This is an optimization exercise on Yosys and OpenROAD, whose aim is small area and a short achievable clock period, not a production implementation.
Only simulation tests tie the RTL to the original design; equivalence was not proved.
No activity file was given, so power comes from the tool's default toggle rates.

$ cat design/flow/run.sh
#!/bin/bash
# synth_recipe.tcl (not shown) runs the flow's synth.tcl, then flattens the netlist and writes it again
# the make line also repeats each setting of config.mk as NAME=value (left out here)
make -C /OpenROAD-flow-scripts/flow DESIGN_CONFIG=/design/flow/config.mk WORK_HOME=/design/flow/orfs CLKGATE_MAP_FILE= SYNTH_SCRIPT=/design/flow/synth_recipe.tcl finish
$ cat design/flow/config.mk
export PLATFORM = sky130hd
export DESIGN_NAME = mesh_router_node
export DESIGN_NICKNAME = mesh_router_node
export VERILOG_FILES = /design/flow/design.v
export SDC_FILE = /design/flow/constraint.sdc
export NUM_CORES = 4
export LEC_CHECK = 0
export CAP_MARGIN = 20
export CORE_MARGIN = 2
export CORE_UTILIZATION = 30
export SLEW_MARGIN = 20
$ cat design/flow/constraint.sdc
create_clock -name core_clock -period 7.0 [get_ports {clk}]
set_input_delay 1.4000 -clock core_clock [delete_from_list [all_inputs] [get_ports {clk}]]
set_output_delay 1.4000 -clock core_clock [all_outputs]
set_load 0.01 [all_outputs]
$ cat design/flow/design.v
module mesh_router_node (
    input  logic         clk,
    input  logic         rst,
    input  logic [159:0] data_in_bus,
    input  logic [4:0]   valid_in_bus,
    output logic [4:0]   ready_in_bus,
    output logic [159:0] data_out_bus,
    output logic [4:0]   valid_out_bus,
    input  logic [4:0]   ready_out_bus,
    output logic [7:0]   drop_count
);
    mesh_xy_router #(
        .ROWS(4), .COLS(4), .X(1), .Y(1),
        .DATA_WIDTH(32), .TYPE_WIDTH(2), .FIFO_DEPTH(16), .DEST_WIDTH(5)
    ) u_router (
        .clk(clk), .rst(rst),
        .data_in_bus(data_in_bus), .valid_in_bus(valid_in_bus), .ready_in_bus(ready_in_bus),
        .data_out_bus(data_out_bus), .valid_out_bus(valid_out_bus), .ready_out_bus(ready_out_bus),
        .drop_count(drop_count)
    );
endmodule

module mesh_xy_router #(
    parameter int ROWS       = 2,
    parameter int COLS       = 2,
    parameter int X          = 0,
    parameter int Y          = 0,
    parameter int DATA_WIDTH = 32,
    parameter int TYPE_WIDTH = 2,
    parameter int FIFO_DEPTH = 16,
    parameter int DEST_WIDTH = (ROWS * COLS > 1) ? $clog2(ROWS * COLS) : 1
) (
    input  logic                    clk,
    input  logic                    rst,
    input  logic [5*DATA_WIDTH-1:0] data_in_bus,
    input  logic [4:0]              valid_in_bus,
    output logic [4:0]              ready_in_bus,
    output logic [5*DATA_WIDTH-1:0] data_out_bus,
    output logic [4:0]              valid_out_bus,
    input  logic [4:0]              ready_out_bus,
    output logic [7:0]              drop_count
);
    localparam int NP    = 5;
    localparam int AW    = $clog2(FIFO_DEPTH);
    localparam int NODES = ROWS * COLS;
    localparam logic [TYPE_WIDTH-1:0] T_SINGLE = TYPE_WIDTH'(0);
    localparam logic [TYPE_WIDTH-1:0] T_HEAD   = TYPE_WIDTH'(1);
    localparam logic [TYPE_WIDTH-1:0] T_TAIL   = TYPE_WIDTH'(3);
    localparam logic [AW:0]           PTR_ONE  = (AW+1)'(1);
    localparam logic [AW:0]           DEPTH_V  = (AW+1)'(FIFO_DEPTH);
    logic [DATA_WIDTH-1:0] mem [NP][FIFO_DEPTH];
    logic [AW:0]           wr_ptr [NP];
    logic [AW:0]           rd_ptr [NP];
    logic [AW:0]           count  [NP];
    logic [NP-1:0]         wr_en;
    logic [DATA_WIDTH-1:0] front [NP];
    logic [TYPE_WIDTH-1:0] ftype [NP];
    logic [2:0]            route [NP];
    logic [NP-1:0]         nonempty, is_head, route_ok;
    logic [NP-1:0]         dropping;
    logic [NP-1:0]         locked;
    logic [NP-1:0]         hold;       
    logic [2:0]            owner  [NP];
    logic [2:0]            rr_ptr [NP];
    logic [DATA_WIDTH-1:0] out_data [NP];
    logic [NP-1:0]         out_valid;
    logic [NP-1:0]         can_accept, gnt_valid, owner_any;
    logic [2:0]            gnt_idx [NP];
    logic [NP-1:0]         out_pop, discard, drop_head, pop;
    logic [3:0]            drops_now;
    logic [8:0]            drop_sum;
    always_comb begin
        for (int i = 0; i < NP; i++) begin
            count[i]        = wr_ptr[i] - rd_ptr[i];
            ready_in_bus[i] = !rst && (count[i] < DEPTH_V);
            wr_en[i]        = valid_in_bus[i] && ready_in_bus[i];
        end
    end
    always_ff @(posedge clk) begin
        for (int i = 0; i < NP; i++) begin
            if (wr_en[i]) begin
                mem[i][wr_ptr[i][AW-1:0]] <= data_in_bus[i*DATA_WIDTH +: DATA_WIDTH];
            end
        end
    end
    always_comb begin
        int dest, dx, dy;
        dest = 0;
        dx   = 0;
        dy   = 0;
        for (int i = 0; i < NP; i++) begin
            front[i]    = mem[i][rd_ptr[i][AW-1:0]];
            ftype[i]    = front[i][DATA_WIDTH-1 -: TYPE_WIDTH];
            nonempty[i] = (wr_ptr[i] != rd_ptr[i]);
            is_head[i]  = (ftype[i] == T_SINGLE) || (ftype[i] == T_HEAD);
            dest        = int'(front[i][DEST_WIDTH-1:0]);
            dx          = dest % COLS;
            dy          = dest / COLS;
            route_ok[i] = (dest < NODES);
            if (dx > X)      route[i] = 3'd1;
            else if (dx < X) route[i] = 3'd2;
            else if (dy > Y) route[i] = 3'd3;
            else if (dy < Y) route[i] = 3'd4;
            else             route[i] = 3'd0;
        end
    end
    always_comb begin
        int   idx;
        logic found;
        idx       = 0;
        found     = 1'b0;
        owner_any = '0;
        gnt_valid = '0;
        out_pop   = '0;
        for (int o = 0; o < NP; o++) begin
            gnt_idx[o]    = 3'd0;
            can_accept[o] = !out_valid[o] || ready_out_bus[o];
            if (locked[o]) owner_any[owner[o]] = 1'b1;
        end
        for (int o = 0; o < NP; o++) begin
            found = 1'b0;
            if (can_accept[o]) begin
                if (locked[o]) begin
                    if (nonempty[owner[o]]) begin
                        gnt_valid[o] = 1'b1;
                        gnt_idx[o]   = owner[o];
                    end
                end else if (!hold[o]) begin
                    for (int k = 0; k < NP; k++) begin
                        idx = (int'(rr_ptr[o]) + k) % NP;
                        if (!found && nonempty[idx] && !dropping[idx] && !owner_any[idx] &&
                            is_head[idx] && route_ok[idx] && (route[idx] == 3'(o))) begin
                            found        = 1'b1;
                            gnt_valid[o] = 1'b1;
                            gnt_idx[o]   = 3'(idx);
                        end
                    end
                end
            end
            if (gnt_valid[o]) out_pop[gnt_idx[o]] = 1'b1;
        end
        drops_now = '0;
        for (int i = 0; i < NP; i++) begin
            discard[i]   = nonempty[i] && !owner_any[i] &&
                           (dropping[i] || !is_head[i] || !route_ok[i]);
            drop_head[i] = nonempty[i] && !owner_any[i] && !dropping[i] &&
                           is_head[i] && !route_ok[i];
            pop[i]       = out_pop[i] || discard[i];
            drops_now    = drops_now + 4'(drop_head[i]);
        end
        drop_sum = {1'b0, drop_count} + 9'(drops_now);
    end
    always_ff @(posedge clk) begin
        if (rst) begin
            for (int i = 0; i < NP; i++) begin
                wr_ptr[i]   <= '0;
                rd_ptr[i]   <= '0;
                owner[i]    <= '0;
                rr_ptr[i]   <= '0;
                out_data[i] <= '0;
            end
            dropping   <= '0;
            locked     <= '0;
            hold       <= '0;
            out_valid  <= '0;
            drop_count <= '0;
        end else begin
            for (int i = 0; i < NP; i++) begin
                if (wr_en[i]) wr_ptr[i] <= wr_ptr[i] + PTR_ONE;
                if (pop[i])   rd_ptr[i] <= rd_ptr[i] + PTR_ONE;
                if (drop_head[i] && (ftype[i] == T_HEAD)) begin
                    dropping[i] <= 1'b1;
                end else if (dropping[i] && pop[i] && (ftype[i] == T_TAIL)) begin
                    dropping[i] <= 1'b0;
                end
            end
            for (int o = 0; o < NP; o++) begin
                hold[o] <= 1'b0;
                if (gnt_valid[o]) begin
                    out_data[o]  <= front[gnt_idx[o]];
                    out_valid[o] <= 1'b1;
                    if (locked[o]) begin
                        if (ftype[gnt_idx[o]] == T_TAIL) begin
                            locked[o] <= 1'b0;
                            hold[o]   <= 1'b1;
                        end
                    end else begin
                        rr_ptr[o] <= (gnt_idx[o] == 3'd4) ? 3'd0 : gnt_idx[o] + 3'd1;
                        if (ftype[gnt_idx[o]] == T_HEAD) begin
                            locked[o] <= 1'b1;
                            owner[o]  <= gnt_idx[o];
                        end
                    end
                end else if (ready_out_bus[o]) begin
                    out_valid[o] <= 1'b0;
                end
            end
            drop_count <= drop_sum[8] ? 8'hFF : drop_sum[7:0];
        end
    end
    always_comb begin
        for (int o = 0; o < NP; o++) begin
            data_out_bus[o*DATA_WIDTH +: DATA_WIDTH] = out_data[o];
        end
    end
    assign valid_out_bus = out_valid;
endmodule
==> run notes <==
==> cell families (layout without fill, tap and decap cells) <==
| kind of cell | after synthesis | after routing | share of synthesized area |
|---|---|---|---|
| flip-flops | 2832 | 2832 | 0.638 |
| AO/OA/AOI/OAI | 1838 | 1838 | 0.103 |
| XOR/XNOR | 97 | 97 | 0.00658 |
| adder cells (fa/ha/maj) | 202 | 202 | 0.0198 |
| multiplexers | 937 | 937 | 0.145 |
| buffers and inverters | 718 | 1894 | 0.0218 |
| AND/OR/NAND/NOR | 1745 | 1745 | 0.0654 |
| other | 0 | 26 | 0 |
==> synthesized netlist by cell type, types with 135 or more instances <==
library cell,instances
edfxtp_1,2560
mux4_2,735
nand2_1,505
nor2_1,412
a21oi_1,384
clkbuf_1,376
dfxtp_1,272
o21ai_0,251
ha_1,197
nand3_1,177
inv_1,171
nor3_1,154
a222oi_1,135
==> repair_timing <==
item,CTS,global route
setup endpoints to repair,37,204
resized for setup,7,129
setup buffers,4,25
pin swaps,3,31
gates cloned,0,3
==> power by group <==
part | switching (W) | internal [W] | leakage, nW | total, W
clock | 0.00669 | 0.00915 | 4.69 | 0.0158
combinational | 0.0214 | 0.0133 | 19.7 | 0.0347
sequential | 0.00108 | 0.0191 | 25.3 | 0.0202
total | 0.0291 | 0.0416 | 49.7 | 0.0707
==> registers in the layout, summed over array words and instances (netlist names), named ones only <==
signal               cells
u_router.hold            5
u_router.rr_ptr         15
u_router.rd_ptr         25
u_router.out_data      160
u_router.drop_count      8
u_router.mem          2560
u_router.out_valid       5
u_router.wr_ptr         25
u_router.owner          15
u_router.dropping        5
==> stage by stage <==
stage	cell area [um2]	worst slack [ps]	hold WS [ps]	setup TNS, ps	util
after global routing	155000	-107	495	-2720	0.363
after detailed placement	145000	-232	455	-1280	0.338
after CTS	154000	17.5	465	0	0.361
final	155000	121	471	0	0.363
after global placement	145000	-154	454	-555	0.338
after floorplan	129000	3.79	470	0	-
==> cell type report <==
| cell class | instances | area [um2] |
|---|---|---|
| multi-input cells | 4819 | 45200 |
| clock inverters | 173 | 1920 |
| clock buffers | 351 | 7680 |
| fillers | 40036 | 273000 |
| repair buffers | 1180 | 10300 |
| inverters | 190 | 723 |
| well taps | 5687 | 7120 |
| diodes | 26 | 65.1 |
| flip-flops and latches | 2832 | 82400 |
==> routing by layer <==
metal / wire length [um] / vias to the layer above / GRT usage
met5: 196 / - / 0
met4: 37500 / 30 / 0.135
met3: 38000 / 1176 / 0.0398
met2: 228000 / 4646 / 0.349
met1: 189000 / 45382 / 0.273
li1: - / 36143 / -
==> worst paths after layout <==
check / startpoint / endpoint / slack, ps / depth (start not counted)
worst max-delay path: u_router.rr_ptr[3][0] / flip-flop / 120 / 34
worst min-delay path: u_router.out_data[2][25] / u_router.out_data[2][25] / 470 / 2
worst max register to register: u_router.rr_ptr[3][0] / flip-flop / 120 / 34
worst min register to register: u_router.out_data[2][25] / u_router.out_data[2][25] / 470 / 2
==> worst register-to-register path, delay by kind of cell, from the launching register on <==
kind | cells | cell delay [ps]
and+or+nand+nor | 5 | 1570
adders and majority gates | 6 | 1230
DFF | 1 | 360
buffers and inverters | 10 | 1150
xor gates and xnor gates | 1 | 160
AOI/OAI and AO/OA | 10 | 1750
muxes | 2 | 560
==> impl_results.md <==
- # hold bufs at CTS: 0
- Num ports: 350
- Root Driver: clkbuf_16
- Starting Density: 0.302
- Post-synth net total: 8742
- Worst-Margin Slew: 1070 ps
- Synth unique cells: 118
- Post-DP HPWL: 342000 um
- Die Area: 435000 um2
- Crit-path max FO: 5
- Max VDD drop: 583 uV
- Fin crit period: 6880 ps
- H-Tree Level Count: 5
- Hold Fails Final Rpt: 0
- CTS tree: yes
- Vias: 87.4k
- Clock Latency Late Sink: 910 ps
- Synth area leader: edfxtp_1
- Synth Instances: 8369
- Number of buffers created by CTS: 292
- Iteration-0 DRC Markers: 10.9k
- CP Buf/Inv Count: 10
- CP arrival: 7660 ps
- Share of the synthesized area in the top cell type: 0.596
- Count of non-filler cells in the finished layout: 15.3k
- Synth Register Bits: 2832
- Worst path slowest cell: or4_4
- Yosys warnings: 11
- Vias in the first global route: 84.0k
- Final WL: 492000 um
- Total power: 0.0707 W
- EDFF count, synth: 2560
- Routability Congestion: 1.01
- Clock sinks: 2832
- Gr ovfl total: 0
- FFs w/ async S/R, synth: 0
- Synth-to-layout area growth: 20.4%
- DRC Markers: 0
- WL/cell: 32.3 um
- Status: no timing/DRC/antenna violations
- PortBufs: 349
- Crit path max-delay family: compound AO/OA/AOI/OAI gates
- Main synth FF type: edfxtp_1
- Nets: 9688
- Ratio of final minimum period to clock period: 0.983
- Worst path max stage delay: 570 ps
- Die outline width: 660 um
- Crit-path most repeated cell: ha_4
- Power Density: 455 nW/um2
- Startpoint Class: flip-flop
- Final setup viols: 0
- Final Skew: 90.2 ps
- Max Fclk: 145 MHz
- First-pass GRT wire length: 674000 um
- Syn Area/Cell: 15.4 um2
- Slew margin rel.: 0.273
- Sequential area share after synthesis: 0.638
- Deepest clock path buffer count: 4
- Area of the core: 428000 um2
- Post-Place Cells: 14.7k
- Max Slew Vio Count: 0
- Worst EP required: 7780 ps
- Synth area leaders: edfxtp_1 60%, mux4_2 13%, dfxtp_1 4.2%, ha_1 1.9%, a21oi_1 1.5%
- DIE HEIGHT: 660 um
- Initial antenna violation count: 75
- Commonest non-fill, non-tap cell in the layout: edfxtp_1
- Crit. End Element: flip-flop
- Commonest cells after routing, fill and taps aside: 2560 x edfxtp_1, 783 x buf_4, 735 x mux4_2
- Post-DRT Antenna Nets: 0
- Vias per cell: 5.73
- Reg clk slew, reported paths: 60 ps
- Number of max-cap violations: 0
- Largest net degree at the start of global routing: 98
- Share of cells above drive strength 1: 0.253
- Post-Synthesis Cell Area: 129000 um2
- # rows: 240
- Leakage: 49.7 nW
- Overall routing resource usage: 0.218
- Worst hold path type: reg2reg
- DRT Pass-1 Iters: 13
- CP Class: reg2reg

[separate check: timing with driven ports]
Ports are ideal in the flow. The routed layout listed here was re-timed in OpenROAD.
Step 1 (the two cells are an assumption about what drives the block):
set clk [get_ports {clk}]
set_driving_cell -lib_cell sky130_fd_sc_hd__clkbuf_16 $clk
set_driving_cell -lib_cell sky130_fd_sc_hd__buf_2 [delete_from_list [all_inputs] $clk]
Step 2 moves the port delays by t, midway between the first and last clock arrival at a register: inputs arrive t later, outputs are due t later. That takes back most of the time a late clock gives input paths.
Slacks: ideal ports / drivers / drivers and shift; pairs: ideal ports / drivers.
shift t [ns]: 0.972
setup slack, ns: 0.121 / 0.121 / 0.121
worst hold slack (ns): 0.471 / 0.471 / 0.471
worst setup path after step 2: register to register
pins driven straight from the clock port: 1
After both steps setup and hold are still met in this run. For this run, drivers alone change the setup slack by 0.000 ns; drivers and shift together by 0.000 ns.
